Source: an optimization exercise on an open RTL-to-GDS flow (aim: a short achievable clock period and few clock cycles). Production flows keep margins and buffers that such runs may drop. In this exercise RTL edits were held to simulation tests only and were not proved equivalent to the original. Power figures rest on the tool's default switching activity, not on a simulated workload.

[design.v]
package gobang_pkg;
   localparam int         CELLS   = 225;
   localparam logic [7:0] NO_MOVE = 8'hFF;
   localparam logic [1:0] EMPTY = 2'b00;
   localparam logic [1:0] BLACK = 2'b01;
   localparam logic [1:0] WHITE = 2'b10;
   typedef logic [CELLS-1:0][1:0] board_t;
   typedef enum logic [2:0] {
      S_IDLE,
      S_QUERY,
      S_WAIT,
      S_DESCEND,
      S_ASCEND,
      S_DONE
   } state_t;
   function automatic logic [1:0] opp_side(input logic [1:0] s);
      opp_side = {s[0], s[1]};
   endfunction
endpackage
module kill_stack #(
   parameter int DEPTH = 8,
   parameter int W     = 8,
   parameter int N     = 225
) (
   input  logic         i_clk,
   input  logic         i_push,
   input  logic         i_pop1,
   input  logic         i_pop2,
   input  logic [W-1:0] i_data,
   output logic [W-1:0] o_top,
   output logic [W-1:0] o_sec,
   output logic [N-1:0] o_top_1h,
   output logic [N-1:0] o_sec_1h
);
   logic [DEPTH-1:0][W-1:0] mem_q, mem_d;
   logic [N-1:0]            top_1h_q, sec_1h_q;
   logic [N-1:0]            data_1h, third_1h, fourth_1h;
   assign o_top    = mem_q[0];
   assign o_sec    = mem_q[1];
   assign o_top_1h = top_1h_q;
   assign o_sec_1h = sec_1h_q;
   always_comb begin
      for (int i = 0; i < N; i++) begin
         data_1h[i]   = (i_data == W'(i));
         third_1h[i]  = (mem_q[2] == W'(i));
         fourth_1h[i] = (mem_q[3] == W'(i));
      end
   end
   always_comb begin
      mem_d = mem_q;
      if (i_push)      mem_d = {mem_q[DEPTH-2:0], i_data};
      else if (i_pop1) mem_d = {{W{1'b1}}, mem_q[DEPTH-1:1]};
      else if (i_pop2) mem_d = {{2*W{1'b1}}, mem_q[DEPTH-1:2]};
   end
   always_ff @(posedge i_clk) begin
      mem_q <= mem_d;
      if (i_push) begin
         top_1h_q <= data_1h;
         sec_1h_q <= top_1h_q;
      end else if (i_pop1) begin
         top_1h_q <= sec_1h_q;
         sec_1h_q <= third_1h;
      end else if (i_pop2) begin
         top_1h_q <= third_1h;
         sec_1h_q <= fourth_1h;
      end
   end
endmodule
module kill_search_engine #(
   parameter int MAX_DEPTH   = 9,
   parameter int MOVE_W      = 8,
   parameter int NODE_BUDGET = 4096
) (
   input  logic              i_clk,
   input  logic              i_rst,
   input  logic              i_start,
   input  logic              i_abort,
   input  logic [4:0]        i_depth,
   input  logic [1:0]        i_side,
   input  gobang_pkg::board_t i_board,
   output logic              o_q_valid,
   input  logic              i_q_ready,
   output gobang_pkg::board_t o_q_board,
   output logic [4:0]        o_q_level,
   output logic [MOVE_W-1:0] o_q_after,
   input  logic              i_r_valid,
   input  logic              i_r_found,
   input  logic [MOVE_W-1:0] i_r_move,
   input  logic              i_r_win,
   output logic              o_busy,
   output logic              o_finish,
   output logic              o_sha,
   output logic [MOVE_W-1:0] o_first_move,
   output logic              o_timeout
);
   localparam int                CELLS   = gobang_pkg::CELLS;
   localparam int                ROWS    = (CELLS + 15) / 16;
   localparam logic [MOVE_W-1:0] NOMV    = MOVE_W'(gobang_pkg::NO_MOVE);
   localparam logic [3:0]        LIM_MAX = 4'(MAX_DEPTH - 1);
   logic              qv_q, wt_q, fin_q, bad_q;
   logic              qv_d, wt_d, fin_d, bad_d;
   logic              q_valid_q, busy_q, finish_q;
   logic              sha_q, sha_d;
   logic [MOVE_W-1:0] first_q, first_d;
   logic              act_push_q, act_pop1_q, act_pop2_q;
   logic [MOVE_W-1:0] mv_q;
   logic [CELLS-1:0]  set0_q, set1_q, clr_q;
   logic [2*CELLS-1:0] board_q, board_v;  
   logic [3:0]        level_q, level_d, lim_q;
   logic [3:0]        lvl_inc_q, lvl_dec_q, lvl_dec2_q;
   logic              at_lim_q, lvl0_q, lvl1_q;
   logic [MOVE_W-1:0] after_q, after_d;
   logic [1:0]        side_q;
   logic [3:0]        redo_level_q;
   logic              redo_lvl0_q, redo_lvl1_q;
   logic [MOVE_W-1:0] stk_top, stk_sec;
   logic [CELLS-1:0]  stk_top_1h, stk_sec_1h;
   logic [2*CELLS-1:0] root;
   assign root = i_board;
   logic              atk, idle, busy, start, cell_empty, resp, redo;
   logic [1:0]        code;
   logic [4:0]        lim_new;
   assign idle  = !qv_q && !wt_q && !fin_q;
   assign busy  = qv_q || wt_q || bad_q;
   assign start = idle && i_start;
   assign atk   = ~level_q[0];
   assign code  = atk ? side_q : gobang_pkg::opp_side(side_q);
   logic [15:0]         mv_hi_1h, mv_lo_1h;
   logic [CELLS-1:0]    mv_1h, empty;
   logic [16*ROWS-1:0]  empty_pad;
   logic [ROWS-1:0]     row_empty;
   always_comb begin
      for (int k = 0; k < 16; k++) begin
         mv_hi_1h[k] = (i_r_move[7:4] == 4'(k));
         mv_lo_1h[k] = (i_r_move[3:0] == 4'(k));
      end
      for (int i = 0; i < CELLS; i++) begin
         mv_1h[i] = mv_hi_1h[i / 16] && mv_lo_1h[i % 16];
         empty[i] = (board_q[2*i +: 2] == gobang_pkg::EMPTY);
      end
      empty_pad = (16*ROWS)'(empty);
      for (int r = 0; r < ROWS; r++)
         row_empty[r] = |(mv_lo_1h & empty_pad[16*r +: 16]);
   end
   assign cell_empty = |(mv_hi_1h[ROWS-1:0] & row_empty);
   assign resp = wt_q && i_r_valid && !i_abort;
   assign redo = bad_q && !i_abort;
   logic              fin_ok1, pop1_ok1, desc_ok1, next_ok1;
   assign fin_ok1  = i_r_win && lvl0_q;
   assign pop1_ok1 = i_r_win || (at_lim_q && !atk);
   assign desc_ok1 = !i_r_win && !at_lim_q;
   assign next_ok1 = !i_r_win && at_lim_q && atk;
   always_comb begin
      qv_d    = qv_q;
      wt_d    = wt_q;
      fin_d   = 1'b0;
      bad_d   = 1'b0;
      sha_d   = sha_q;
      first_d = first_q;
      if (idle) begin
         if (i_start) begin
            qv_d    = 1'b1;
            sha_d   = 1'b0;
            first_d = NOMV;
         end
      end else if (busy) begin
         if (i_abort) begin
            qv_d    = 1'b0;
            wt_d    = 1'b0;
            fin_d   = 1'b1;
            sha_d   = 1'b0;
            first_d = NOMV;
         end else if (bad_q) begin
            fin_d   = redo_lvl0_q || redo_lvl1_q;
            qv_d    = !(redo_lvl0_q || redo_lvl1_q);
            sha_d   = redo_lvl1_q;
            first_d = redo_lvl1_q ? stk_top : NOMV;
         end else if (qv_q) begin
            if (i_q_ready) begin
               qv_d = 1'b0;
               wt_d = 1'b1;
            end
         end else if (i_r_valid) begin
            wt_d    = 1'b0;
            fin_d   = i_r_found ? fin_ok1 : (lvl0_q || lvl1_q);
            qv_d    = i_r_found ? !fin_ok1 : !(lvl0_q || lvl1_q);
            sha_d   = i_r_found ? fin_ok1 : lvl1_q;
            first_d = i_r_found ? (fin_ok1 ? i_r_move : NOMV) :
                                  (lvl1_q ? stk_top : NOMV);
            bad_d   = i_r_found && !cell_empty;
         end
      end
   end
   always_ff @(posedge i_clk or posedge i_rst) begin
      if (i_rst) begin
         qv_q      <= 1'b0;
         wt_q      <= 1'b0;
         fin_q     <= 1'b0;
         bad_q     <= 1'b0;
         sha_q     <= 1'b0;
         first_q   <= NOMV;
         q_valid_q <= 1'b0;
         busy_q    <= 1'b0;
         finish_q  <= 1'b0;
      end else begin
         qv_q      <= qv_d;
         wt_q      <= wt_d;
         fin_q     <= fin_d;
         bad_q     <= bad_d;
         sha_q     <= sha_d;
         first_q   <= first_d;
         q_valid_q <= qv_d && !bad_d;
         busy_q    <= qv_d || wt_d || bad_d;
         finish_q  <= fin_d && !bad_d;
      end
   end
   always_comb begin
      level_d = level_q;
      after_d = after_q;
      if (start) begin
         level_d = 4'd0;
         after_d = NOMV;
      end else if (resp) begin
         if (!i_r_found) begin
            level_d = lvl_dec2_q;
            after_d = stk_sec;
         end else if (desc_ok1) begin
            level_d = lvl_inc_q;
            after_d = NOMV;
         end else if (next_ok1) begin
            after_d = i_r_move;
         end else begin
            level_d = lvl_dec_q;
            after_d = stk_top;
         end
      end else if (redo) begin
         level_d = redo_level_q;
         after_d = stk_sec;
      end
   end
   for (genvar i = 0; i < CELLS; i++) begin : g_cell
      assign board_v[2*i]     = set0_q[i] || (board_q[2*i] && !clr_q[i]);
      assign board_v[2*i + 1] = set1_q[i] || (board_q[2*i + 1] && !clr_q[i]);
   end
   kill_stack #(
      .DEPTH (MAX_DEPTH - 1),
      .W     (MOVE_W),
      .N     (CELLS)
   ) u_stack (
      .i_clk    (i_clk),
      .i_push   (act_push_q && !bad_q),
      .i_pop1   (act_pop1_q && !bad_q),
      .i_pop2   (act_pop2_q && !bad_q),
      .i_data   (mv_q),
      .o_top    (stk_top),
      .o_sec    (stk_sec),
      .o_top_1h (stk_top_1h),
      .o_sec_1h (stk_sec_1h)
   );
   assign lim_new = (int'(i_depth) >= MAX_DEPTH) ? 5'(LIM_MAX) : i_depth;
   always_ff @(posedge i_clk) begin
      act_push_q <= resp && i_r_found && desc_ok1;
      act_pop1_q <= resp && i_r_found && pop1_ok1;
      act_pop2_q <= (resp && !i_r_found) || bad_q;
      mv_q       <= i_r_move;
      set0_q     <= {CELLS{resp && i_r_found && desc_ok1 && code[0]}} & mv_1h & empty;
      set1_q     <= {CELLS{resp && i_r_found && desc_ok1 && code[1]}} & mv_1h & empty;
      for (int i = 0; i < CELLS; i++)
         clr_q[i] <= (resp && i_r_found) ? (pop1_ok1 && stk_top_1h[i]) :
                     ((resp || bad_q) && (stk_top_1h[i] || stk_sec_1h[i]));
      redo_level_q <= lvl_dec2_q;
      redo_lvl0_q  <= lvl0_q;
      redo_lvl1_q  <= lvl1_q;
      level_q    <= level_d;
      lvl_inc_q  <= level_d + 4'd1;
      lvl_dec_q  <= level_d - 4'd1;
      lvl_dec2_q <= level_d - 4'd2;
      lvl0_q     <= (level_d == 4'd0);
      lvl1_q     <= (level_d == 4'd1);
      after_q    <= after_d;
      if (start) begin
         board_q  <= root;
         at_lim_q <= (lim_new == 5'd0);
         lim_q    <= lim_new[3:0];
         side_q   <= i_side;
      end else begin
         at_lim_q <= (level_d == lim_q);
         if (!bad_q)
            board_q <= board_v;
      end
   end
   assign o_q_valid    = q_valid_q;
   assign o_busy       = busy_q;
   assign o_finish     = finish_q;
   assign o_q_board    = board_v;
   assign o_q_level    = {1'b0, level_q};
   assign o_q_after    = after_q;
   assign o_sha        = sha_q;
   assign o_first_move = first_q;
   assign o_timeout    = 1'b0;
endmodule
[flow/run.sh]
#!/bin/bash
# Layout flow: the standard layout (standard.sh), unchanged except that
# buffer_ports puts a sky130_fd_sc_hd__buf_4 on every input and output port
# instead of the slow delay cell (clkdlybuf4s50_1) it picks by default.
# make's full output goes to standard_flow.log; ORFS keeps each step's log
# under orfs/logs as usual.
set -euo pipefail
bash standard.sh 'BUFFER_PORTS_ARGS=-buffer_cell sky130_fd_sc_hd__buf_4' finish \
   > standard_flow.log 2>&1
[standard.sh]
#!/bin/bash
# synth_recipe.tcl (not shown) runs the flow's synth.tcl, then flattens the netlist and writes it again
# the make line also repeats each setting of config.mk as NAME=value (left out here)
make -C /OpenROAD-flow-scripts/flow DESIGN_CONFIG=/design/flow/config.mk WORK_HOME=/design/flow/orfs CLKGATE_MAP_FILE= SYNTH_SCRIPT=/design/flow/synth_recipe.tcl "${@:-finish}"
[config.mk]
export PLATFORM = sky130hd
export DESIGN_NAME = kill_search_engine
export DESIGN_NICKNAME = kill_search_engine
export VERILOG_FILES = /design/flow/design.v
export SDC_FILE = /design/flow/constraint.sdc
export NUM_CORES = 4
export LEC_CHECK = 0
export ABC_CLOCK_PERIOD_IN_PS = 2000
export CAP_MARGIN = 20
export CORE_MARGIN = 2
export CORE_UTILIZATION = 40
export SETUP_SLACK_MARGIN = 4.5
export SLEW_MARGIN = 20
[constraint.sdc]
create_clock -name core_clock -period 7.0 [get_ports {i_clk}]
set_input_delay 1.4000 -clock core_clock [delete_from_list [all_inputs] [get_ports {i_clk}]]
set_output_delay 1.4000 -clock core_clock [all_outputs]
set_load 0.01 [all_outputs]
==> results.yml, run 1 <==
worst_setup_path:
  endpoint_kind: "flop"
  start_kind: "input pin"
  required_ps: 7730
  arrival_ps: 3920
  crit_fanout: 7
  critPathKind: "in2reg"
  r2r_cells: 8
final_layout:
  final_cell_mix: "buf_4 (1062), edfxtp_1 (970), nor2_1 (646), dfxtp_1 (624), a21oi_1 (464)"
  finalInstanceArea_mm2: 0.0953
  drive_gt1_share_pct: 34.8
  finish.utilization_pct: 53.4
  nNetsFinal: 8075
  area_delta_synth_final_pct: 32.4
  layout_commonest_cell: "buf_4"
cts:
  hold_buffers: 0
  clock_sinks: 1703
  clk_latency_ps: 860
  cts_root_buffer: "clkbuf_16"
  cts_max_path_buffers: 3
  cts_buffers: 183
  cts_tree: "built"
  h-tree-depth: 4
  clkTransAtPathRegs_ps: 60
pwr:
  swShare_pct: 30.7
  p_leak_nw: 38.1
  power_density_mw_per_mm2: 367
  seqPwrFrac_pct: 39.0
  pwr-share-clk_pct: 27.8
  vdd_ir_drop_max_mv: 0.259
  power_frac_comb_pct: 33.2
  switchingPower_w: 0.0107
  p_int_w: 0.0242
drt:
  drtPass1Iterations: 7
  vias: 62000
  routed_wirelength_um: 313000
  drtAntennaViolNets: 0
  routedWlPerCell_um: 31.0
  drt_iter0_drc: 9239
  drc: 0
  via_per_inst: 6.12
synth:
  yosysSeqAreaShare_pct: 61.0
  syn_inst: 6364
  ys_ff_latch: 1703
  ys_types: 64
  synth_area_mm2: 0.0720
  synth_edf_count: 970
  syn_avg_cell_area_um2: 11.3
  ys_warn_count: 2
  synthArstFlopShare_pct: 0.940
  synth_top_flop_cell: "edfxtp_1"
sta:
  rsz0062_at_grt: "yes"
  fmax_ghz: 0.314
  period_share_pct: 45.5
  slew_headroom_pct: 32.7
  skew_ps: 73.7
  period_minus_slack_ps: 3180
  slew_viol_final: 0
  worst_pin_slew_ps: 1000
  hold_violations: 0
  setup_viol: 0
place:
  globalplace.congestion: 0.888
  port_buffers: 946
  placed_area_mm2: 0.0812
  hpwl_um: 193000
die:
  die_h_um: 428
  die_area_mm2: 0.183
  fp.dieW_um: 428
  start_util_pct: 40.3
  ios: 949
  fp-row-count: 155
  core_area_mm2: 0.179
global_route:
  grt_pass1_vias: 59100
  track_usage_pct: 31.7
  grt_pass1_wl_um: 425000
  grt_start_max_net_pins: 153
  grt-ovfl-total: 0
  grt_antenna_before_repair: 25
outcome:
  outcome: "no timing/DRC/antenna violations"
hold_path:
  min_path_cells: 0
  hp-class: "reg2reg"
job:
  max_cap_viol_count: 0
-- logic make-up after synthesis --
| kind of cell | Yosys count | share of synthesized area, % |
|---|---|---|
| AND/OR/NAND/NOR | 1718 | 11.5 |
| buffers and inverters | 737 | 3.95 |
| adder cells (fa/ha/maj) | 6 | 0.104 |
| XOR/XNOR | 9 | 0.109 |
| AO/OA/AOI/OAI | 1738 | 16.4 |
| flip-flops | 1703 | 61.0 |
| other | 1 | 0.00521 |
| multiplexers | 452 | 7.07 |
-- cells in the mapped netlist, drive strengths merged (8+ instances only) --
master	count	share of area (%)
and2	9	0.078
o22ai	252	2.2
o21ai	19	0.13
or4	17	0.19
nand3	85	0.59
a221oi	11	0.13
a211oi	10	0.10
dfstp	8	0.29
nor2	663	3.5
a31oi	51	0.44
a21oi	465	3.2
dfrtp	8	0.28
or2	18	0.16
nor2b	28	0.24
inv	251	1.3
dfxtp	717	20
edfxtp	970	40
a21o	450	4.7
nand2	216	1.1
buf	57	0.40
o21a	223	2.3
nor3	312	2.2
o221ai	225	2.7
or3	89	0.77
clkbuf	427	2.2
and3	125	1.1
nand4	45	0.41
a22oi	16	0.17
nand2b	19	0.17
mux2	450	7.0
nor4	66	0.59
-- routing by layer --
metal | vias up | GRT usage, % | share of wire (%)
met1 | 30700 | 40.3 | 37
li1 | 26200 | - | -
met3 | 903 | 7.68 | 11
met5 | - | 0 | 0.040
met4 | 20 | 17.0 | 6.2
met2 | 4216 | 49.8 | 46
-- power by group through the flow --
| stage | Combinational [W] | Sequential [W] | Clock [W] |
|---|---|---|---|
| 2_1_floorplan | 0.00453 | 0.0134 | 0 |
| 3_3_place_gp | 0.00880 | 0.0139 | 0 |
| 3_5_place_dp | 0.00879 | 0.0139 | 0 |
| 4_1_cts | 0.0108 | 0.0136 | 0.00977 |
| 5_1_grt | 0.0120 | 0.0138 | 0.0102 |
| 6_report | 0.0116 | 0.0136 | 0.00973 |
-- critical path, cell delays in order --
cell and delay, ps:
buf_16 140, or4b_4 590, buf_12 180, buf_4 160, or3_1 370, nand4_1 240, or4_4 180, a22oi_2 60
and4_4 280, a211o_1 300
-- area by class of cell --
type	instances	area (um^2)
sequential	1703	44000
clock buffer	280	5380
inverter	253	955
clock inverter	68	649
antenna	11	27.5
multi-input combinational	3940	26900
fill	15400	83300
timing repair buffer	1515	14400
tap	2355	2950
-- worst paths after layout --
check,start,endpoint,slack (ps)
setup / recovery,i_r_move[0],busy_q,3820
hold / removal,lvl_dec2_q[1],redo_level_q[1],360
setup reg to reg,wt_q,finish_q,4340
hold reg to reg,lvl_dec2_q[1],redo_level_q[1],360
max in group asynchronous,i_rst,fin_q,5840
min in group asynchronous,i_rst,sha_q,660
-- metrics by stage --
| step | std cells | TNS, ps | hold WS [ps] | setup WS [ps] | total power, W |
|---|---|---|---|---|---|
| 6_report | 10100 | 0 | 358 | 3820 | 0.0350 |
| 5_1_grt | 10100 | 0 | 363 | 3800 | 0.0359 |
| 4_1_cts | 9941 | 0 | 354 | 3850 | 0.0342 |
| 3_5_place_dp | 9247 | 0 | 345 | 2040 | 0.0226 |
| 3_3_place_gp | 9247 | 0 | 338 | 2100 | 0.0227 |
| 2_1_floorplan | 6365 | -1646400 | 331 | -1800 | 0.0179 |
-- sequential cells by signal, summed over array words and instances, names as in the netlist, 3 cells and up --
| signal | count |
|---|---|
| board_q | 450 |
| clr_q | 225 |
| set0_q | 225 |
| set1_q | 225 |
| u_stack.sec_1h_q | 225 |
| u_stack.top_1h_q | 225 |
| u_stack.mem_q | 64 |
| after_q | 8 |
| first_q | 8 |
| mv_q | 8 |
| lim_q | 4 |
| lvl_dec2_q | 4 |
| lvl_dec_q | 4 |
| redo_level_q | 4 |
| level_q | 3 |
| lvl_inc_q | 3 |
-- what timing repair did --
action	4_1_cts	5_1_grt
buffers inserted	315	150
gates resized for setup	736	166
pin swaps	305	108
setup endpoints to repair	2651	1295
gates cloned	31	23
Testbench counts, summed over its fixed seeds: cycles 88,809.
==> run 2, diff against run 1 <==
--- a/design.v
+++ b/design.v
@@ -98,8 +98,9 @@
    localparam logic [MOVE_W-1:0] NOMV    = MOVE_W'(gobang_pkg::NO_MOVE);
    localparam logic [3:0]        LIM_MAX = 4'(MAX_DEPTH - 1);
    logic              qv_q, wt_q, fin_q, bad_q;
-   logic              qv_d, wt_d, fin_d, bad_d;
+   logic              qv_d, wt_d, fin_d;
    logic              q_valid_q, busy_q, finish_q;
+   logic              found_q, occupied_q;
    logic              sha_q, sha_d;
    logic [MOVE_W-1:0] first_q, first_d;
    logic              act_push_q, act_pop1_q, act_pop2_q;
@@ -154,7 +155,6 @@
       qv_d    = qv_q;
       wt_d    = wt_q;
       fin_d   = 1'b0;
-      bad_d   = 1'b0;
       sha_d   = sha_q;
       first_d = first_q;
       if (idle) begin
@@ -187,16 +187,16 @@
             sha_d   = i_r_found ? fin_ok1 : lvl1_q;
             first_d = i_r_found ? (fin_ok1 ? i_r_move : NOMV) :
                                   (lvl1_q ? stk_top : NOMV);
-            bad_d   = i_r_found && !cell_empty;
          end
       end
    end
+   assign bad_q = found_q && occupied_q;
    always_ff @(posedge i_clk or posedge i_rst) begin
       if (i_rst) begin
          qv_q      <= 1'b0;
          wt_q      <= 1'b0;
          fin_q     <= 1'b0;
-         bad_q     <= 1'b0;
+         found_q   <= 1'b0;
          sha_q     <= 1'b0;
          first_q   <= NOMV;
          q_valid_q <= 1'b0;
@@ -206,12 +206,12 @@
          qv_q      <= qv_d;
          wt_q      <= wt_d;
          fin_q     <= fin_d;
-         bad_q     <= bad_d;
+         found_q   <= resp && i_r_found;
          sha_q     <= sha_d;
          first_q   <= first_d;
-         q_valid_q <= qv_d && !bad_d;
-         busy_q    <= qv_d || wt_d || bad_d;
-         finish_q  <= fin_d && !bad_d;
+         q_valid_q <= qv_d;
+         busy_q    <= qv_d || wt_d;
+         finish_q  <= fin_d;
       end
    end
    always_comb begin
@@ -263,6 +263,7 @@
       act_pop1_q <= resp && i_r_found && pop1_ok1;
       act_pop2_q <= (resp && !i_r_found) || bad_q;
       mv_q       <= i_r_move;
+      occupied_q <= !cell_empty;
       set0_q     <= {CELLS{resp && i_r_found && desc_ok1 && code[0]}} & mv_1h & empty;
       set1_q     <= {CELLS{resp && i_r_found && desc_ok1 && code[1]}} & mv_1h & empty;
       for (int i = 0; i < CELLS; i++)
@@ -289,9 +290,9 @@
             board_q <= board_v;
       end
    end
-   assign o_q_valid    = q_valid_q;
-   assign o_busy       = busy_q;
-   assign o_finish     = finish_q;
+   assign o_q_valid    = q_valid_q && !bad_q;
+   assign o_busy       = busy_q || bad_q;
+   assign o_finish     = finish_q && !bad_q;
    assign o_q_board    = board_v;
    assign o_q_level    = {1'b0, level_q};
    assign o_q_after    = after_q;
==> run 2 against run 1 <==
Net effect:
- still clean
- global-route usage up 0.80 points
- clock power down 1%
- die area down 1.6%
- clock skew up 3.0 ps
- design area down 0.46%
- synthesized area down 1.6%
- critical path depth up 1
- first-iteration DRC count down 3.3%
- worst hold slack better by 4.4 ps
- clock-buffer cell count down 17
- synthesized cell count down 1.9%
- highest routed layer unchanged
==> results.yml, run 2 <==
outcome:
  outcome: "no timing/DRC/antenna violations"
worst_setup_path:
  crit_fanout: 11
  start_kind: "input pin"
  r2r_slack_ps: 4180
  endpoint_kind: "flop"
  critPathKind: "in2reg"
  required_ps: 7800
  arrival_ps: 4110
sta:
  period_share_pct: 47.2
  rsz0062_at_grt: "yes"
  fmax_ghz: 0.302
  skew_ps: 76.7
  setup_viol: 0
  hold_violations: 0
  slew_headroom_pct: 16.7
  slew_viol_final: 0
  worst_pin_slew_ps: 1250
  hold_ws_ps: 362
  period_minus_slack_ps: 3310
cts:
  clk_latency_ps: 890
  cts_max_path_buffers: 3
  h-tree-depth: 4
  clock_sinks: 1702
  cts_root_buffer: "clkbuf_16"
  hold_buffers: 0
  cts_buffers: 179
  cts_tree: "built"
  clkTransAtPathRegs_ps: 60
global_route:
  grt_start_max_net_pins: 195
  grt-ovfl-total: 0
  track_usage_pct: 32.5
  grt_pass1_wl_um: 423000
  grt_antenna_before_repair: 21
  grt_pass1_vias: 57900
synth:
  yosys.area.top_type: "edfxtp_1"
  synthArstFlopShare_pct: 0.823
  synth_edf_count: 970
  ys_types: 63
  syn_inst: 6244
  yosysMostFrequentCell: "nor2_1"
  ys_warn_count: 2
  ys_ff_latch: 1702
  synth_top_area_share_pct: 41.1
  synth_area_mm2: 0.0709
  yosysSeqAreaShare_pct: 61.9
  synth_common_cells: "nor2_1 (1096), edfxtp_1 (970), dfxtp_1 (718), mux2_2 (455), a21o_1 (452)"
  synth.area.top_cells: "edfxtp_1 (41%), dfxtp_1 (20%), mux2_2 (7.2%), nor2_1 (5.8%), a21o_1 (4.8%)"
  syn_avg_cell_area_um2: 11.3
  synth_top_flop_cell: "edfxtp_1"
final_layout:
  area_delta_synth_final_pct: 33.9
  largest_reg_flops: 450
  nNetsFinal: 8051
  drive_gt1_share_pct: 35.6
  regMostFlops: "board_q"
  final_cell_mix: "buf_4 (1126), nor2_1 (1049), edfxtp_1 (970), dfxtp_1 (630), mux2_2 (455)"
  layout_commonest_cell: "buf_4"
  fillers: 15300
  finalInstanceArea_mm2: 0.0949
place:
  placed_area_mm2: 0.0809
  hpwl_um: 196000
  port_buffers: 946
  globalplace.congestion: 0.950
drt:
  vias: 61000
  drc: 0
  drtAntennaViolNets: 0
  routed_wirelength_um: 312000
  drt_iter0_drc: 8930
  via_per_inst: 6.05
  routedWlPerCell_um: 31.0
  drtPass1Iterations: 8
pwr:
  power_density_mw_per_mm2: 372
  p_leak_nw: 37.7
  vdd_ir_drop_max_mv: 0.215
  fin_total_pwr_w: 0.0353
die:
  start_util_pct: 40.2
  die_h_um: 425
  die_area_mm2: 0.181
  core_area_mm2: 0.176
  ios: 949
  fp.dieW_um: 425
  fp-row-count: 154
job:
  max_cap_viol_count: 0
hold_path:
  hp-class: "reg2reg"
## run 2: area by class of cell
type,instances,area (um^2),share of cell area (%)
clock buffers,263,5060,5.33
flip-flops and latches,1702,44000,46.4
diodes,12,30.0,0.0316
clock inverters,70,840,0.885
inverters,242,923,0.973
repair buffers,1579,14800,15.6
well taps,2340,2930,3.09
multi-input cells,3868,26300,27.8
## run 2: metal layers
metal / up-vias / share of wire (%) / global-route usage [%]
met2: 4429 / 44 / 49.3
li1: 25600 / - / -
met1: 30200 / 38 / 42.9
met3: 760 / 12 / 8.39
met5: - / 0.074 / 0.820
met4: 4 / 5.5 / 16.2
## run 2: kinds of logic (layout without fill, tap and decap cells)
group | Yosys count | after routing | share of synthesized area (%)
buffers and inverters | 690 | 2154 | 3.72
flip-flops | 1702 | 1702 | 61.9
other | 1 | 14 | 0.00529
AO/OA/AOI/OAI | 1475 | 1475 | 14.7
XOR/XNOR | 9 | 9 | 0.111
multiplexers | 460 | 460 | 7.30
AND/OR/NAND/NOR | 1901 | 1916 | 12.1
adder cells (fa/ha/maj) | 6 | 6 | 0.106
## run 2: path summary, 6_finish.rpt
| path | end | cells after the start | from |
|---|---|---|---|
| max | occupied_q | 11 | i_r_move[1] |
| min | redo_level_q[1] | 0 | lvl_dec2_q[1] |
| max reg2reg | occupied_q | 9 | board_q[8] |
| min reg2reg | redo_level_q[1] | 0 | lvl_dec2_q[1] |
| max in group asynchronous | found_q | 2 | i_rst |
| min in group asynchronous | busy_q | 2 | i_rst |
## run 2: power by group
part / internal [W] / switching (W) / leakage [nW]
Combinational: 0.00619 / 0.00558 / 19.3
Clock: 0.00537 / 0.00426 / 2.85
Sequential: 0.0128 / 0.00114 / 15.5
## run 2: worst max-delay path: stages
cell,delay [ps]
buf_16,140
or4b_4,220
buf_12,170
buf_8,140
nor3_1,60
or4_4,500
o41ai_4,570
a2111oi_2,140
buf_4,180
or4_4,470
nor3_2,110
## run 2: what timing repair did
action / 4_1_cts / 5_1_grt
gates resized for setup: 755 / 130
cloned: 25 / 15
setup buffers: 348 / 125
pin swaps: 344 / 110
setup endpoints to repair: 2963 / 1396
## run 2: metrics by stage
step	worst slack, ps	utilization, %	cells	setup TNS, ps
after floorplan	-1640	-	6245	-1371070
after global placement	1690	45.9	9216	0
after detailed placement	1660	46.0	9218	0
after global routing	3730	53.9	10100	0
final	3690	53.9	10100	0
after CTS	3780	52.8	9924	0
Testbench counts of run 2, summed over its fixed seeds: cycles 88,809.
==> run 3, diff against run 2 <==
--- a/design.v
+++ b/design.v
@@ -98,15 +98,13 @@
    localparam logic [MOVE_W-1:0] NOMV    = MOVE_W'(gobang_pkg::NO_MOVE);
    localparam logic [3:0]        LIM_MAX = 4'(MAX_DEPTH - 1);
    logic              qv_q, wt_q, fin_q, bad_q;
-   logic              qv_d, wt_d, fin_d;
+   logic              qv_d, wt_d, fin_d, bad_d;
    logic              q_valid_q, busy_q, finish_q;
-   logic              found_q, occupied_q;
    logic              sha_q, sha_d;
    logic [MOVE_W-1:0] first_q, first_d;
    logic              act_push_q, act_pop1_q, act_pop2_q;
    logic [MOVE_W-1:0] mv_q;
-   logic [CELLS-1:0]  set0_q, set1_q, clr_q;
-   logic [2*CELLS-1:0] board_q, board_v;  
+   logic [2*CELLS-1:0] board_q;           
    logic [3:0]        level_q, level_d, lim_q;
    logic [3:0]        lvl_inc_q, lvl_dec_q, lvl_dec2_q;
    logic              at_lim_q, lvl0_q, lvl1_q;
@@ -128,8 +126,6 @@
    assign code  = atk ? side_q : gobang_pkg::opp_side(side_q);
    logic [15:0]         mv_hi_1h, mv_lo_1h;
    logic [CELLS-1:0]    mv_1h, empty;
-   logic [16*ROWS-1:0]  empty_pad;
-   logic [ROWS-1:0]     row_empty;
    always_comb begin
       for (int k = 0; k < 16; k++) begin
          mv_hi_1h[k] = (i_r_move[7:4] == 4'(k));
@@ -139,11 +135,14 @@
          mv_1h[i] = mv_hi_1h[i / 16] && mv_lo_1h[i % 16];
          empty[i] = (board_q[2*i +: 2] == gobang_pkg::EMPTY);
       end
-      empty_pad = (16*ROWS)'(empty);
-      for (int r = 0; r < ROWS; r++)
-         row_empty[r] = |(mv_lo_1h & empty_pad[16*r +: 16]);
    end
-   assign cell_empty = |(mv_hi_1h[ROWS-1:0] & row_empty);
+   kill_lookup #(
+      .N (CELLS)
+   ) u_lookup (
+      .i_empty (empty),
+      .i_idx   (i_r_move),
+      .o_empty (cell_empty)
+   );
    assign resp = wt_q && i_r_valid && !i_abort;
    assign redo = bad_q && !i_abort;
    logic              fin_ok1, pop1_ok1, desc_ok1, next_ok1;
@@ -155,6 +154,7 @@
       qv_d    = qv_q;
       wt_d    = wt_q;
       fin_d   = 1'b0;
+      bad_d   = 1'b0;
       sha_d   = sha_q;
       first_d = first_q;
       if (idle) begin
@@ -187,16 +187,16 @@
             sha_d   = i_r_found ? fin_ok1 : lvl1_q;
             first_d = i_r_found ? (fin_ok1 ? i_r_move : NOMV) :
                                   (lvl1_q ? stk_top : NOMV);
+            bad_d   = i_r_found && !cell_empty;
          end
       end
    end
-   assign bad_q = found_q && occupied_q;
    always_ff @(posedge i_clk or posedge i_rst) begin
       if (i_rst) begin
          qv_q      <= 1'b0;
          wt_q      <= 1'b0;
          fin_q     <= 1'b0;
-         found_q   <= 1'b0;
+         bad_q     <= 1'b0;
          sha_q     <= 1'b0;
          first_q   <= NOMV;
          q_valid_q <= 1'b0;
@@ -206,12 +206,12 @@
          qv_q      <= qv_d;
          wt_q      <= wt_d;
          fin_q     <= fin_d;
-         found_q   <= resp && i_r_found;
+         bad_q     <= bad_d;
          sha_q     <= sha_d;
          first_q   <= first_d;
-         q_valid_q <= qv_d;
-         busy_q    <= qv_d || wt_d;
-         finish_q  <= fin_d;
+         q_valid_q <= qv_d && !bad_d;
+         busy_q    <= qv_d || wt_d || bad_d;
+         finish_q  <= fin_d && !bad_d;
       end
    end
    always_comb begin
@@ -238,9 +238,15 @@
          after_d = stk_sec;
       end
    end
-   for (genvar i = 0; i < CELLS; i++) begin : g_cell
-      assign board_v[2*i]     = set0_q[i] || (board_q[2*i] && !clr_q[i]);
-      assign board_v[2*i + 1] = set1_q[i] || (board_q[2*i + 1] && !clr_q[i]);
+   logic              set_ok1;
+   logic [CELLS-1:0]  set, clr;
+   assign set_ok1 = resp && i_r_found && desc_ok1;
+   always_comb begin
+      for (int i = 0; i < CELLS; i++) begin
+         set[i] = set_ok1 && mv_1h[i] && empty[i];
+         clr[i] = (resp && i_r_found) ? (pop1_ok1 && stk_top_1h[i]) :
+                  ((resp || redo) && (stk_top_1h[i] || stk_sec_1h[i]));
+      end
    end
    kill_stack #(
       .DEPTH (MAX_DEPTH - 1),
@@ -259,16 +265,10 @@
    );
    assign lim_new = (int'(i_depth) >= MAX_DEPTH) ? 5'(LIM_MAX) : i_depth;
    always_ff @(posedge i_clk) begin
-      act_push_q <= resp && i_r_found && desc_ok1;
+      act_push_q <= set_ok1;
       act_pop1_q <= resp && i_r_found && pop1_ok1;
       act_pop2_q <= (resp && !i_r_found) || bad_q;
       mv_q       <= i_r_move;
-      occupied_q <= !cell_empty;
-      set0_q     <= {CELLS{resp && i_r_found && desc_ok1 && code[0]}} & mv_1h & empty;
-      set1_q     <= {CELLS{resp && i_r_found && desc_ok1 && code[1]}} & mv_1h & empty;
-      for (int i = 0; i < CELLS; i++)
-         clr_q[i] <= (resp && i_r_found) ? (pop1_ok1 && stk_top_1h[i]) :
-                     ((resp || bad_q) && (stk_top_1h[i] || stk_sec_1h[i]));
       redo_level_q <= lvl_dec2_q;
       redo_lvl0_q  <= lvl0_q;
       redo_lvl1_q  <= lvl1_q;
@@ -286,17 +286,71 @@
          side_q   <= i_side;
       end else begin
          at_lim_q <= (level_d == lim_q);
-         if (!bad_q)
-            board_q <= board_v;
+         for (int i = 0; i < CELLS; i++) begin
+            if (set[i])
+               board_q[2*i +: 2] <= code;
+            else if (clr[i])
+               board_q[2*i +: 2] <= gobang_pkg::EMPTY;
+         end
       end
    end
-   assign o_q_valid    = q_valid_q && !bad_q;
-   assign o_busy       = busy_q || bad_q;
-   assign o_finish     = finish_q && !bad_q;
-   assign o_q_board    = board_v;
+   assign o_q_valid    = q_valid_q;
+   assign o_busy       = busy_q;
+   assign o_finish     = finish_q;
+   assign o_q_board    = board_q;
    assign o_q_level    = {1'b0, level_q};
    assign o_q_after    = after_q;
    assign o_sha        = sha_q;
    assign o_first_move = first_q;
    assign o_timeout    = 1'b0;
 endmodule
+module kill_lookup #(
+   parameter int N = 225
+) (
+   input  logic [N-1:0] i_empty,
+   input  logic [7:0]   i_idx,
+   output logic         o_empty
+);
+   localparam int N1 = (N + 3) / 4;      
+   localparam int N2 = (N1 + 3) / 4;
+   localparam int N3 = (N2 + 3) / 4;
+   logic [3:0]      sel0, sel1, sel2, sel3;
+   logic [4*N1-1:0] d1;
+   logic [4*N2-1:0] d2;
+   logic [4*N3-1:0] d3;
+   logic [3:0]      d4;
+   logic [N1-1:0]   q1;
+   logic [N2-1:0]   q2;
+   logic [N3-1:0]   q3;
+   kill_dec2 u_dec0 (.i_a(i_idx[1:0]), .o_sel(sel0));
+   kill_dec2 u_dec1 (.i_a(i_idx[3:2]), .o_sel(sel1));
+   kill_dec2 u_dec2 (.i_a(i_idx[5:4]), .o_sel(sel2));
+   kill_dec2 u_dec3 (.i_a(i_idx[7:6]), .o_sel(sel3));
+   assign d1 = (4*N1)'(i_empty);
+   assign d2 = (4*N2)'(q1);
+   assign d3 = (4*N3)'(q2);
+   assign d4 = 4'(q3);
+   for (genvar k = 0; k < N1; k++) begin : g_l1
+      kill_sel4 u_sel (.i_sel(sel0), .i_d(d1[4*k +: 4]), .o_q(q1[k]));
+   end
+   for (genvar k = 0; k < N2; k++) begin : g_l2
+      kill_sel4 u_sel (.i_sel(sel1), .i_d(d2[4*k +: 4]), .o_q(q2[k]));
+   end
+   for (genvar k = 0; k < N3; k++) begin : g_l3
+      kill_sel4 u_sel (.i_sel(sel2), .i_d(d3[4*k +: 4]), .o_q(q3[k]));
+   end
+   kill_sel4 u_l4 (.i_sel(sel3), .i_d(d4), .o_q(o_empty));
+endmodule
+module kill_dec2 (
+   input  logic [1:0] i_a,
+   output logic [3:0] o_sel
+);
+   assign o_sel = {i_a == 2'd3, i_a == 2'd2, i_a == 2'd1, i_a == 2'd0};
+endmodule
+module kill_sel4 (
+   input  logic [3:0] i_sel,
+   input  logic [3:0] i_d,
+   output logic       o_q
+);
+   assign o_q = |(i_sel & i_d);
+endmodule
--- a/config.mk
+++ b/config.mk
@@ -9,5 +9,5 @@
 export CAP_MARGIN = 20
 export CORE_MARGIN = 2
 export CORE_UTILIZATION = 40
-export SETUP_SLACK_MARGIN = 4.5
+export SETUP_SLACK_MARGIN = 5.0
 export SLEW_MARGIN = 20
==> run 3 against run 2 <==
Net effect:
- the flow now stops in 5_1_grt
- synthesized area down 23%
- synthesized cell count fell by 15%
==> results.yml, run 3 <==
global_route:
  track_usage_pct: 68.3
  grt_start_max_net_pins: 85
  grt-ovfl-total: 1
place:
  hpwl_um: 260000
  port_buffers: 946
  globalplace.congestion: 1.09
  post-place-ws_ps: 2090
synth:
  synthArstFlopShare_pct: 1.56
  synth_common_cells: "edfxtp_1 (970), a21oi_1 (802), nor2_1 (462), nand2_1 (439), clkbuf_1 (391)"
  syn_avg_cell_area_um2: 10.2
  ys_warn_count: 2
  synth_top_area_share_pct: 53.6
  synth.area.top_cells: "edfxtp_1 (54%), a21oi_1 (7.4%), nor3_1 (3.6%), nor2_1 (3.2%), nand2_1 (3.0%)"
  synth_area_mm2: 0.0543
  ys_ff_latch: 1028
  syn_inst: 5309
  yosysMostFrequentCell: "edfxtp_1"
  yosysSeqAreaShare_pct: 55.9
  ys_types: 79
  synth_edf_count: 970
  synth_top_flop_cell: "edfxtp_1"
  yosys.area.top_type: "edfxtp_1"
cts:
  cts_max_path_buffers: 3
  cts_root_buffer: "clkbuf_16"
  clock_sinks: 1028
  cts_buffers: 117
  h-tree-depth: 3
  hold_buffers: 0
outcome:
  outcome: "aborted with a tool error"
  flow.stopped_at: "5_1_grt"
  error: "[ERROR GRT-0232] Routing congestion too high. Check the congestion heatmap in the GUI."
die:
  die_h_um: 373
  fp-row-count: 135
  fp.dieW_um: 373
  ios: 949
  start_util_pct: 40.2
-- run 3: logic make-up after synthesis --
group	Yosys count	synth area share, %
multiplexers	38	1.51
AND/OR/NAND/NOR	1487	12.1
adder cells (fa/ha/maj)	6	0.138
flip-flops	1028	55.9
XOR/XNOR	9	0.145
other	1	0.00690
AO/OA/AOI/OAI	2177	25.8
buffers and inverters	563	4.41
-- run 3: worst max path at each step --
stage	start	end	slack, ps	cells past startpoint
4_1_cts	i_r_move[0]	bad_q	3980	8
2_1_floorplan	bad_q	u_stack.mem_q[0]	-1770	4
3_3_place_gp	i_r_move[0]	busy_q	1810	8
3_5_place_dp	i_r_move[0]	q_valid_q	2090	9
-- run 3: stage by stage --
| step | std cells | TNS (ps) | cell area [um^2] | utilization (%) | total power (W) |
|---|---|---|---|---|---|
| CTS | 8712 | 0 | 89900 | 66.6 | 0.0272 |
| detailed placement | 7602 | 0 | 62700 | 46.4 | 0.0161 |
| global placement | 7601 | 0 | 62700 | 46.4 | 0.0160 |
| floorplan | 5310 | -911580 | 54600 | - | 0.0120 |
-- run 3: per-layer routing --
| metal | GRT overflow | GRT usage (%) |
|---|---|---|
| met2 | 1 | 80.1 |
| met5 | 0 | 42.8 |
| met3 | 0 | 57.7 |
| met4 | 0 | 62.3 |
| met1 | 0 | 69.7 |
-- run 3: what timing repair did --
| action | CTS |
|---|---|
| cloned | 220 |
| resized for setup | 2650 |
| buffers inserted | 678 |
| setup endpoints to repair | 2423 |
| pin swaps | 419 |
-- run 3: power groups by stage --
stage / registers (W) / clock network (W) / logic, W
2_1_floorplan: 0.00922 / 0 / 0.00278
3_3_place_gp: 0.00929 / 0 / 0.00674
3_5_place_dp: 0.00929 / 0 / 0.00679
4_1_cts: 0.00922 / 0.00596 / 0.0120
Testbench counts of run 3, summed over its fixed seeds: cycles 88,809.
==> run 4, diff against run 3 <==
--- a/design.v
+++ b/design.v
@@ -104,7 +104,7 @@
    logic [MOVE_W-1:0] first_q, first_d;
    logic              act_push_q, act_pop1_q, act_pop2_q;
    logic [MOVE_W-1:0] mv_q;
-   logic [2*CELLS-1:0] board_q;           
+   logic [2*CELLS-1:0] board_q, board_d;  
    logic [3:0]        level_q, level_d, lim_q;
    logic [3:0]        lvl_inc_q, lvl_dec_q, lvl_dec2_q;
    logic              at_lim_q, lvl0_q, lvl1_q;
@@ -246,6 +246,10 @@
          set[i] = set_ok1 && mv_1h[i] && empty[i];
          clr[i] = (resp && i_r_found) ? (pop1_ok1 && stk_top_1h[i]) :
                   ((resp || redo) && (stk_top_1h[i] || stk_sec_1h[i]));
+         board_d[2*i]     = start ? root[2*i] :
+                            ((board_q[2*i] && !clr[i]) || (set[i] && code[0]));
+         board_d[2*i + 1] = start ? root[2*i + 1] :
+                            ((board_q[2*i + 1] && !clr[i]) || (set[i] && code[1]));
       end
    end
    kill_stack #(
@@ -279,19 +283,13 @@
       lvl0_q     <= (level_d == 4'd0);
       lvl1_q     <= (level_d == 4'd1);
       after_q    <= after_d;
+      board_q    <= board_d;
       if (start) begin
-         board_q  <= root;
          at_lim_q <= (lim_new == 5'd0);
          lim_q    <= lim_new[3:0];
          side_q   <= i_side;
       end else begin
          at_lim_q <= (level_d == lim_q);
-         for (int i = 0; i < CELLS; i++) begin
-            if (set[i])
-               board_q[2*i +: 2] <= code;
-            else if (clr[i])
-               board_q[2*i +: 2] <= gobang_pkg::EMPTY;
-         end
       end
    end
    assign o_q_valid    = q_valid_q;
--- a/config.mk
+++ b/config.mk
@@ -7,7 +7,9 @@
 export LEC_CHECK = 0
 export ABC_CLOCK_PERIOD_IN_PS = 2000
 export CAP_MARGIN = 20
+export CELL_PAD_IN_SITES_DETAIL_PLACEMENT = 1
+export CELL_PAD_IN_SITES_GLOBAL_PLACEMENT = 2
 export CORE_MARGIN = 2
-export CORE_UTILIZATION = 40
+export CORE_UTILIZATION = 30
 export SETUP_SLACK_MARGIN = 5.0
 export SLEW_MARGIN = 20
==> run 4 against run 3 <==
Net effect:
- now clean on timing, DRC and antenna
- synthesized area fell by 6.2%
- synthesized cell count rose by 2.5%
==> results.yml, run 4 <==
global_route:
  grt_pass1_wl_um: 531000
  grt_pass1_vias: 62900
  grt-ovfl-total: 0
  grt_antenna_before_repair: 16
  track_usage_pct: 43.7
  grt_start_max_net_pins: 126
hold_path:
  min_from: "lvl_dec2_q[3]"
  min_path_cells: 0
  hp-class: "reg2reg"
  hold-path-endpoint: "redo_level_q[3]"
cts:
  cts_buffers: 137
  cts_root_buffer: "clkbuf_16"
  clkTransAtPathRegs_ps: 60
  clk_latency_ps: 800
  cts_tree: "built"
  hold_buffers: 0
  h-tree-depth: 4
  clock_sinks: 1028
  cts_max_path_buffers: 3
synth:
  yosys.area.top_type: "edfxtp_1"
  yosysMostFrequentCell: "nor2_1"
  synth_top_area_share_pct: 30.6
  synth_common_cells: "nor2_1 (887), edfxtp_1 (520), dfxtp_1 (492), clkbuf_1 (454), nor3_1 (377)"
  ys_warn_count: 2
  ys_types: 82
  syn_inst: 5442
  ys_ff_latch: 1028
  synth.area.top_cells: "edfxtp_1 (31%), dfxtp_1 (19%), nor2_1 (6.5%), a221oi_1 (5.4%), o221ai_1 (4.0%)"
  synth_edf_count: 520
  synth_top_flop_cell: "edfxtp_1"
  syn_avg_cell_area_um2: 9.37
  synthArstFlopShare_pct: 1.56
  yosysSeqAreaShare_pct: 50.8
  synth_area_mm2: 0.0510
worst_setup_path:
  r2r-end: "board_q[234]"
  crit_fanout: 8
  r2r_cells: 8
  r2r_slack_ps: 4130
  required_ps: 7690
  arrival_ps: 3930
  r2r_start: "lvl_dec2_q[0]"
  start_kind: "input pin"
  critPathKind: "in2reg"
  endpoint_kind: "flop"
sta:
  rsz0062_at_grt: "yes"
  period_share_pct: 46.3
  worst_pin_slew_ps: 1240
  slew_headroom_pct: 17.2
  setup_viol: 0
  tns_ps: 0
  hold_ws_ps: 357
  fmax_ghz: 0.308
  hold_violations: 0
  skew_ps: 23.4
  slew_viol_final: 0
  period_minus_slack_ps: 3240
die:
  core_area_mm2: 0.169
  fp.dieW_um: 416
  die_area_mm2: 0.173
  die_h_um: 416
  ios: 949
  start_util_pct: 30.1
  fp-row-count: 151
final_layout:
  final_cell_mix: "buf_4 (1175), nor2_1 (836), buf_6 (762), edfxtp_1 (520), a221oi_2 (267)"
  area_delta_synth_final_pct: 89.0
  drive_gt1_share_pct: 62.4
  fillers: 17100
  seq_area_mm2: 0.0270
  nNetsFinal: 7920
  finish.utilization_pct: 57.0
  largest_reg_flops: 450
  largestRegisters: "board_q: 450 flops, u_stack.sec_1h_q: 225 flops, u_stack.top_1h_q: 225 flops"
  regMostFlops: "board_q"
  finalInstanceArea_mm2: 0.0964
  layout_commonest_cell: "buf_4"
  multiInputGateArea_mm2: 0.0345
place:
  globalplace.congestion: 0.859
  placed_area_mm2: 0.0609
  port_buffers: 946
  hpwl_um: 217000
drt:
  vias: 65200
  drt_iter0_drc: 8184
  drc: 0
  drtPass1Iterations: 6
  via_per_inst: 6.67
  routedWlPerCell_um: 42.0
  routed_wirelength_um: 410000
  drtAntennaViolNets: 0
pwr:
  power_density_mw_per_mm2: 330
  p_leak_nw: 34.6
  vdd_ir_drop_max_mv: 0.275
outcome:
  outcome: "no timing/DRC/antenna violations"
job:
  max_cap_viol_count: 0
## run 4: through the flow
| stage | setup WS, ps | cells | power (W) |
|---|---|---|---|
| finish | 3760 | 9769 | 0.0318 |
| CTS | 3950 | 9545 | 0.0304 |
| global placement | 1490 | 8185 | 0.0182 |
| global route | 3780 | 9763 | 0.0327 |
| detailed placement | 1470 | 8185 | 0.0182 |
| floorplan | -1730 | 5443 | 0.0132 |
## run 4: layout make-up
type / instances / share of cell area [%]
sequential: 1028 / 28.0
antenna: 6 / 0.0156
clock buffer: 228 / 4.41
timing repair buffer: 2377 / 28.6
tap: 2218 / 2.88
multi-input combinational: 3874 / 35.8
timing repair inverter: 3 / 0.0273
inverter: 20 / 0.135
clock inverter: 15 / 0.127
## run 4: worst max-delay path by stage
stage / from / to / slack [ps]
2_1_floorplan: bad_q / u_stack.mem_q[0] / -1730
3_3_place_gp: i_r_move[2] / q_valid_q / 1490
3_5_place_dp: i_r_move[2] / q_valid_q / 1470
4_1_cts: i_r_move[3] / busy_q / 3950
5_1_grt: i_r_move[3] / busy_q / 3780
6_report: i_r_move[3] / busy_q / 3760
## run 4: metal layers
| layer | global-route usage [%] | share of wire, % |
|---|---|---|
| met2 | 65.0 | 42 |
| met1 | 53.9 | 37 |
| met4 | 31.1 | 9.0 |
| met3 | 13.0 | 12 |
| met5 | 0 | 0.029 |
## run 4: cell families after synthesis
| group | after synthesis | share of synthesized area, % |
|---|---|---|
| fa+ha+maj | 6 | 0.147 |
| compound gates | 1928 | 27.4 |
| other cells | 1 | 0.00736 |
| mux | 25 | 0.915 |
| flops | 1028 | 50.8 |
| simple gates | 1886 | 16.3 |
| buf+inv | 559 | 4.35 |
| xor+xnor | 9 | 0.155 |
## run 4: timing repair
action / CTS / global route
resized for setup: 2814 / 1053
pin swaps: 741 / 970
cloned: 171 / 27
endpoints found under the setup margin: 1946 / 1716
buffers inserted: 946 / 191
hold endpoints to repair: 0 / 0
## run 4: worst max-delay path: stages
cell	delay (ps)
buf_16	140
or4b_4	710
buf_8	210
nor3_4	250
or3_4	190
a311oi_4	60
nor3_4	410
a211oi_4	100
buf_12	170
a211o_1	240
## run 4: power breakdown
group	internal (W)	leakage, nW	switching [W]
Clock	0.00419	2.13	0.00299
Sequential	0.00848	9.17	0.00150
Combinational	0.00731	23.3	0.00739
Total	0.0200	34.6	0.0119
Testbench counts of run 4, summed over its fixed seeds: cycles 88,809.
==> run 5, diff against run 4 <==
--- a/design.v
+++ b/design.v
@@ -98,8 +98,9 @@
    localparam logic [MOVE_W-1:0] NOMV    = MOVE_W'(gobang_pkg::NO_MOVE);
    localparam logic [3:0]        LIM_MAX = 4'(MAX_DEPTH - 1);
    logic              qv_q, wt_q, fin_q, bad_q;
-   logic              qv_d, wt_d, fin_d, bad_d;
+   logic              qv_d, wt_d, fin_d;
    logic              q_valid_q, busy_q, finish_q;
+   logic              found_q, occupied_q;
    logic              sha_q, sha_d;
    logic [MOVE_W-1:0] first_q, first_d;
    logic              act_push_q, act_pop1_q, act_pop2_q;
@@ -154,7 +155,6 @@
       qv_d    = qv_q;
       wt_d    = wt_q;
       fin_d   = 1'b0;
-      bad_d   = 1'b0;
       sha_d   = sha_q;
       first_d = first_q;
       if (idle) begin
@@ -187,16 +187,16 @@
             sha_d   = i_r_found ? fin_ok1 : lvl1_q;
             first_d = i_r_found ? (fin_ok1 ? i_r_move : NOMV) :
                                   (lvl1_q ? stk_top : NOMV);
-            bad_d   = i_r_found && !cell_empty;
          end
       end
    end
+   assign bad_q = found_q && occupied_q;
    always_ff @(posedge i_clk or posedge i_rst) begin
       if (i_rst) begin
          qv_q      <= 1'b0;
          wt_q      <= 1'b0;
          fin_q     <= 1'b0;
-         bad_q     <= 1'b0;
+         found_q   <= 1'b0;
          sha_q     <= 1'b0;
          first_q   <= NOMV;
          q_valid_q <= 1'b0;
@@ -206,12 +206,12 @@
          qv_q      <= qv_d;
          wt_q      <= wt_d;
          fin_q     <= fin_d;
-         bad_q     <= bad_d;
+         found_q   <= resp && i_r_found;
          sha_q     <= sha_d;
          first_q   <= first_d;
-         q_valid_q <= qv_d && !bad_d;
-         busy_q    <= qv_d || wt_d || bad_d;
-         finish_q  <= fin_d && !bad_d;
+         q_valid_q <= qv_d;
+         busy_q    <= qv_d || wt_d;
+         finish_q  <= fin_d;
       end
    end
    always_comb begin
@@ -273,6 +273,7 @@
       act_pop1_q <= resp && i_r_found && pop1_ok1;
       act_pop2_q <= (resp && !i_r_found) || bad_q;
       mv_q       <= i_r_move;
+      occupied_q <= !cell_empty;
       redo_level_q <= lvl_dec2_q;
       redo_lvl0_q  <= lvl0_q;
       redo_lvl1_q  <= lvl1_q;
@@ -292,9 +293,9 @@
          at_lim_q <= (level_d == lim_q);
       end
    end
-   assign o_q_valid    = q_valid_q;
-   assign o_busy       = busy_q;
-   assign o_finish     = finish_q;
+   assign o_q_valid    = q_valid_q && !bad_q;
+   assign o_busy       = busy_q || bad_q;
+   assign o_finish     = finish_q && !bad_q;
    assign o_q_board    = board_q;
    assign o_q_level    = {1'b0, level_q};
    assign o_q_after    = after_q;
==> run 5 against run 4 <==
Net effect:
- combinational power barely moved
- largest power group unchanged
- critical path type is now reg2reg
- utilization rose by 1.3 points
- synthesized cell count increased by 4.2%
- highest routed layer unchanged
- sequential share of layout area is 0.61 points lower
- via count rose by 5.2%
- global-route usage increased by 6.8 points
- wire length rose by 18%
- clock power is 3% lower
- total power is 2.0% higher
- setup slack gained 100 ps
==> results.yml, run 5 <==
pwr:
  vdd_ir_drop_max_mv: 0.269
  power_density_mw_per_mm2: 329
  p_leak_nw: 35.8
sta:
  worst_pin_slew_ps: 1350
  period_minus_slack_ps: 3140
  fmax_ghz: 0.318
  period_share_pct: 44.9
  hold_violations: 0
  fin_ws_ps: 3860
  rsz0062_at_grt: "yes"
  tns_ps: 0
  slew_headroom_pct: 9.63
  setup_viol: 0
  slew_viol_final: 0
  skew_ps: 43.0
synth:
  ys_warn_count: 2
  synth_area_mm2: 0.0512
  yosys.area.top_type: "edfxtp_1"
  yosys-mux-area-fraction_pct: 0.298
  synth_top_flop_cell: "edfxtp_1"
  synth.area.top_cells: "edfxtp_1 (30%), dfxtp_1 (19%), nor2_1 (7.5%), a221oi_1 (5.4%), a21oi_1 (3.5%)"
  synth_simple_gate_area_share_pct: 18.0
  synth_top_family_by_area: "compound AO/OA/AOI/OAI gates"
  yosysMostFrequentCell: "nor2_1"
  syn_avg_cell_area_um2: 9.04
  ys_ff_latch: 1027
  syn_inst: 5668
  yosysSeqAreaShare_pct: 50.5
  synth_top_area_share_pct: 30.5
  synth-xor-area-share_pct: 0.154
  ys_types: 79
  synth_fa_ha_area_share_pct: 0.147
  synthArstFlopShare_pct: 1.36
  synth_common_cells: "nor2_1 (1017), edfxtp_1 (520), dfxtp_1 (493), clkbuf_1 (437), a21oi_1 (359)"
  synth_edf_count: 520
  synth_compound_area_share_pct: 25.9
global_route:
  track_usage_pct: 50.5
  grt_use_met2_pct: 71.9
  grt.busiest_layer: "met2"
  grt_pass1_vias: 63700
  grt-ovfl-total: 0
  grt_pass1_wl_um: 597000
  grt_start_max_net_pins: 149
  globalRouteMet3Util_pct: 19.4
  use_met1_pct: 61.1
  grt_antenna_before_repair: 56
final_layout:
  regMostFlops: "board_q"
  nNetsFinal: 8174
  stdcell_count: 10100
  layout_commonest_cell: "buf_4"
  area_delta_synth_final_pct: 92.7
  final_cell_mix: "buf_4 (1169), buf_6 (679), nor2_1 (619), edfxtp_1 (520), nor2_4 (312)"
  largestRegisters: "board_q: 450 flops, u_stack.sec_1h_q: 225 flops, u_stack.top_1h_q: 225 flops"
  drive_gt1_share_pct: 63.4
  finalInstanceArea_mm2: 0.0987
  largest_reg_flops: 450
die:
  start_util_pct: 30.2
  die_area_mm2: 0.174
  fp.dieW_um: 417
  die_h_um: 417
  ios: 949
  core_area_mm2: 0.169
  fp-row-count: 151
worst_setup_path:
  cp_slowest_stage_delay_ps: 500
  cp_cell_sequence: "nand2_8 > buf_6 > buf_8 > buf_6 > buf_6 > buf_6 > buf_6 > buf_12 > buf_6 > buf_6 > buf_12 > nand2_8 > buf_6 > buf_6 > nor3_4 > buf_6 > buf_6 > buf_12 > nand2_8 > o22ai_2"
  endpoint_kind: "flop"
  start_kind: "flop"
  cpMostUsedCell: "buf_6"
  required_ps: 7520
  critPathKind: "reg2reg"
  crit_fanout: 8
  arrival_ps: 3660
  slowest_stage: "dfxtp_4"
place:
  dp_cells: 8452
  post-place-ws_ps: 1840
  placed_area_mm2: 0.0616
  hpwl_um: 271000
  globalplace.congestion: 0.954
  port_buffers: 946
job:
  max_cap_viol_count: 0
cts:
  cts_tree: "built"
  cts_root_buffer: "clkbuf_16"
  clkTransAtPathRegs_ps: 60
  clk_latency_ps: 820
  clock_sinks: 1027
  h-tree-depth: 4
  cts_max_path_buffers: 3
  cts_buffers: 133
outcome:
  outcome: "no timing/DRC/antenna violations"
drt:
  drtAntennaViolNets: 0
  drt_iter0_drc: 10500
  via_per_inst: 6.82
  drc: 0
  routedWlPerCell_um: 48.0
  vias: 68600
  drtPass1Iterations: 9
  routed_wirelength_um: 483000
hold_path:
  hp-class: "reg2reg"
## run 5: critical path, delay by kind of cell (launching register included)
kind | cells | cell delay (ps)
DFF | 1 | 500
and+or+nand+nor | 4 | 420
buffers and inverters | 15 | 1740
AOI/OAI and AO/OA | 1 | 120
## run 5: path summary, 6_finish.rpt
| path | start | end | slack [ps] | cells after the start |
|---|---|---|---|---|
| min | lvl1_q | redo_lvl1_q | 360 | 0 |
| min in group asynchronous | i_rst | busy_q | 680 | 2 |
| max | occupied_q | u_stack.top_1h_q[160] | 3860 | 20 |
| max reg2reg | occupied_q | u_stack.top_1h_q[160] | 3860 | 20 |
| max in group asynchronous | i_rst | q_valid_q | 5870 | 2 |
| min reg2reg | lvl1_q | redo_lvl1_q | 360 | 0 |
## run 5: power by group
part           internal, W  leakage, nW  switching [W]
clock              0.00388         2.04        0.00310
sequential         0.00853         9.12        0.00199
combinational      0.00727         24.6        0.00770
## run 5: kinds of logic (layout without fill, tap and decap cells)
logic type | Yosys count | count (layout)
AO/OA/AOI/OAI | 1944 | 1944
XOR/XNOR | 9 | 9
adder cells (fa/ha/maj) | 6 | 6
buffers and inverters | 647 | 2759
flip-flops | 1027 | 1027
multiplexers | 14 | 14
other | 1 | 42
AND/OR/NAND/NOR | 2020 | 2039
## run 5: final cells by class
type | count | area [um^2]
fill | 17200 | 70700
multi-input combinational | 4014 | 35400
timing repair buffer | 2383 | 28600
sequential | 1027 | 27100
clock buffer | 201 | 3900
tap | 2218 | 2780
inverter | 133 | 556
clock inverter | 39 | 267
antenna | 40 | 100
timing repair inverter | 3 | 37.5
## run 5: repair_timing
| item | in CTS | in global routing |
|---|---|---|
| hold buffers | 0 | 0 |
| setup buffers | 889 | 208 |
| endpoints found under the setup margin | 1793 | 1627 |
| gates resized for setup | 3548 | 952 |
| gates cloned | 202 | 27 |
| pin swaps | 757 | 670 |
## run 5: stage by stage
step	hold slack [ps]	utilization, %	power, W
detailed placement	349	36.4	0.0188
CTS	358	54.0	0.0307
global placement	340	36.3	0.0187
finish	357	58.3	0.0325
global route	378	58.2	0.0330
floorplan	323	-	0.0132
## run 5: per-layer routing
| metal | up-vias | part of all wire [%] |
|---|---|---|
| met5 | - | 0.20 |
| met4 | 47 | 11 |
| met3 | 2132 | 14 |
| met2 | 5902 | 40 |
| met1 | 34800 | 35 |
| li1 | 25700 | - |
Testbench counts of run 5, summed over its fixed seeds: cycles 88,809.
==> run 6, diff against run 5 <==
--- a/config.mk
+++ b/config.mk
@@ -10,6 +10,6 @@
 export CELL_PAD_IN_SITES_DETAIL_PLACEMENT = 1
 export CELL_PAD_IN_SITES_GLOBAL_PLACEMENT = 2
 export CORE_MARGIN = 2
-export CORE_UTILIZATION = 30
+export CORE_UTILIZATION = 40
 export SETUP_SLACK_MARGIN = 5.0
 export SLEW_MARGIN = 20
==> run 6 against run 5 <==
Net effect:
- the run now fails in 5_1_grt
- synthesized cell count unchanged
- synthesized area did not move
==> results.yml, run 6 <==
outcome:
  outcome: "aborted with a tool error"
  flow.stopped_at: "5_1_grt"
  error: "[ERROR GRT-0232] Routing congestion too high. Check the congestion heatmap in the GUI."
synth:
  ys_types: 79
  yosysSeqAreaShare_pct: 50.5
  syn_inst: 5668
  synth_top_flop_cell: "edfxtp_1"
  syn_avg_cell_area_um2: 9.04
  synth.area.top_cells: "edfxtp_1 (30%), dfxtp_1 (19%), nor2_1 (7.5%), a221oi_1 (5.4%), a21oi_1 (3.5%)"
  ys_warn_count: 2
  synth_common_cells: "nor2_1 (1017), edfxtp_1 (520), dfxtp_1 (493), clkbuf_1 (437), a21oi_1 (359)"
  synth_area_mm2: 0.0512
  ys_ff_latch: 1027
  yosysMostFrequentCell: "nor2_1"
  yosys.area.top_type: "edfxtp_1"
  synth_top_area_share_pct: 30.5
  synthArstFlopShare_pct: 1.36
  synth_edf_count: 520
place:
  hpwl_um: 260000
  port_buffers: 946
  globalplace.congestion: 1.08
  placed_area_mm2: 0.0609
  dp_cells: 7895
die:
  fp-row-count: 131
  die_h_um: 362
  ios: 949
  fp.dieW_um: 362
  start_util_pct: 40.2
global_route:
  grt-ovfl-total: 182
  track_usage_pct: 81.8
  grt_start_max_net_pins: 107
cts:
  cts_buffers: 119
  cts_max_path_buffers: 3
  h-tree-depth: 3
  hold_buffers: 0
  cts_root_buffer: "clkbuf_16"
  clock_sinks: 1027
[run 6: cell counts after synthesis]
No cell type changed its count.
[run 6: timing repair]
action,CTS
endpoints found under the setup margin,1987
gates resized for setup,3497
buffers inserted,827
pin swaps,643
cloned,198
[run 6: kinds of logic after synthesis]
logic type      synth area share [%]
other cells                  0.00732
fa+ha+maj                      0.147
compound gates                  25.9
simple gates                    18.0
buf+inv                         5.03
mux                            0.298
flops                           50.5
xor+xnor                       0.154
[run 6: how the worst min path moves through the flow]
stage	start	to	slack (ps)	depth (start not counted)
floorplan	lvl_dec2_q[1]	redo_level_q[1]	320	0
global placement	lvl1_q	redo_lvl1_q	340	0
detailed placement	lvl_dec2_q[3]	redo_level_q[3]	340	0
CTS	lvl1_q	redo_lvl1_q	360	0
[run 6: power groups by stage]
stage / Clock [W] / Sequential, W / Combinational [W]
floorplan: 0 / 0.00967 / 0.00348
CTS: 0.00658 / 0.0104 / 0.0135
detailed placement: 0 / 0.0101 / 0.00878
global placement: 0 / 0.0101 / 0.00863
[run 6: metrics by stage]
step	worst slack (ps)	utilization, %	power [W]
detailed placement	2030	47.8	0.0188
CTS	3820	70.2	0.0304
floorplan	-1500	-	0.0132
global placement	1330	47.8	0.0187
[run 6: layer usage]
metal / track usage (%) / GRT overflow
met1: 82.4 / 3
met2: 93.8 / 95
met3: 70.5 / 4
met4: 79.6 / 80
met5: 50.6 / 0

[afterwards: timing with drivers on the ports]
The flow's constraints put no driver on any port. The routed layouts listed below were extracted and timed again, unchanged, in two steps.
Step 1 (the two cells are an assumption about what drives the block):
set clk [get_ports {i_clk}]
set_driving_cell -lib_cell sky130_fd_sc_hd__clkbuf_16 $clk
set_driving_cell -lib_cell sky130_fd_sc_hd__buf_2 [delete_from_list [all_inputs] $clk]
Step 2 moves the port delays by t, midway between the first and last clock arrival at a register: inputs arrive t later, outputs are due t later. That takes back most of the time a late clock gives input paths.
a / b / c = ideal / step 1 / step 2; a / b = the first two.
| run | t (ns) | slack for setup (ns) | worst data-port slew with drivers (ns) |
|---|---|---|---|
| run 1 | 0.919 | 3.816 / 3.600 / 2.681 | 0.40 |
| run 2 | 0.933 | 3.694 / 3.555 / 2.621 | 0.27 |
| run 4 | 0.891 | 3.758 / 3.389 / 2.499 | 0.59 |
| run 5 | 0.889 | 3.859 / 3.728 / 2.838 | 0.32 |
After both steps setup and hold are still met in every run listed. For run 4, which loses most, drivers alone change the setup slack by -0.369 ns; drivers and shift together by -1.259 ns.
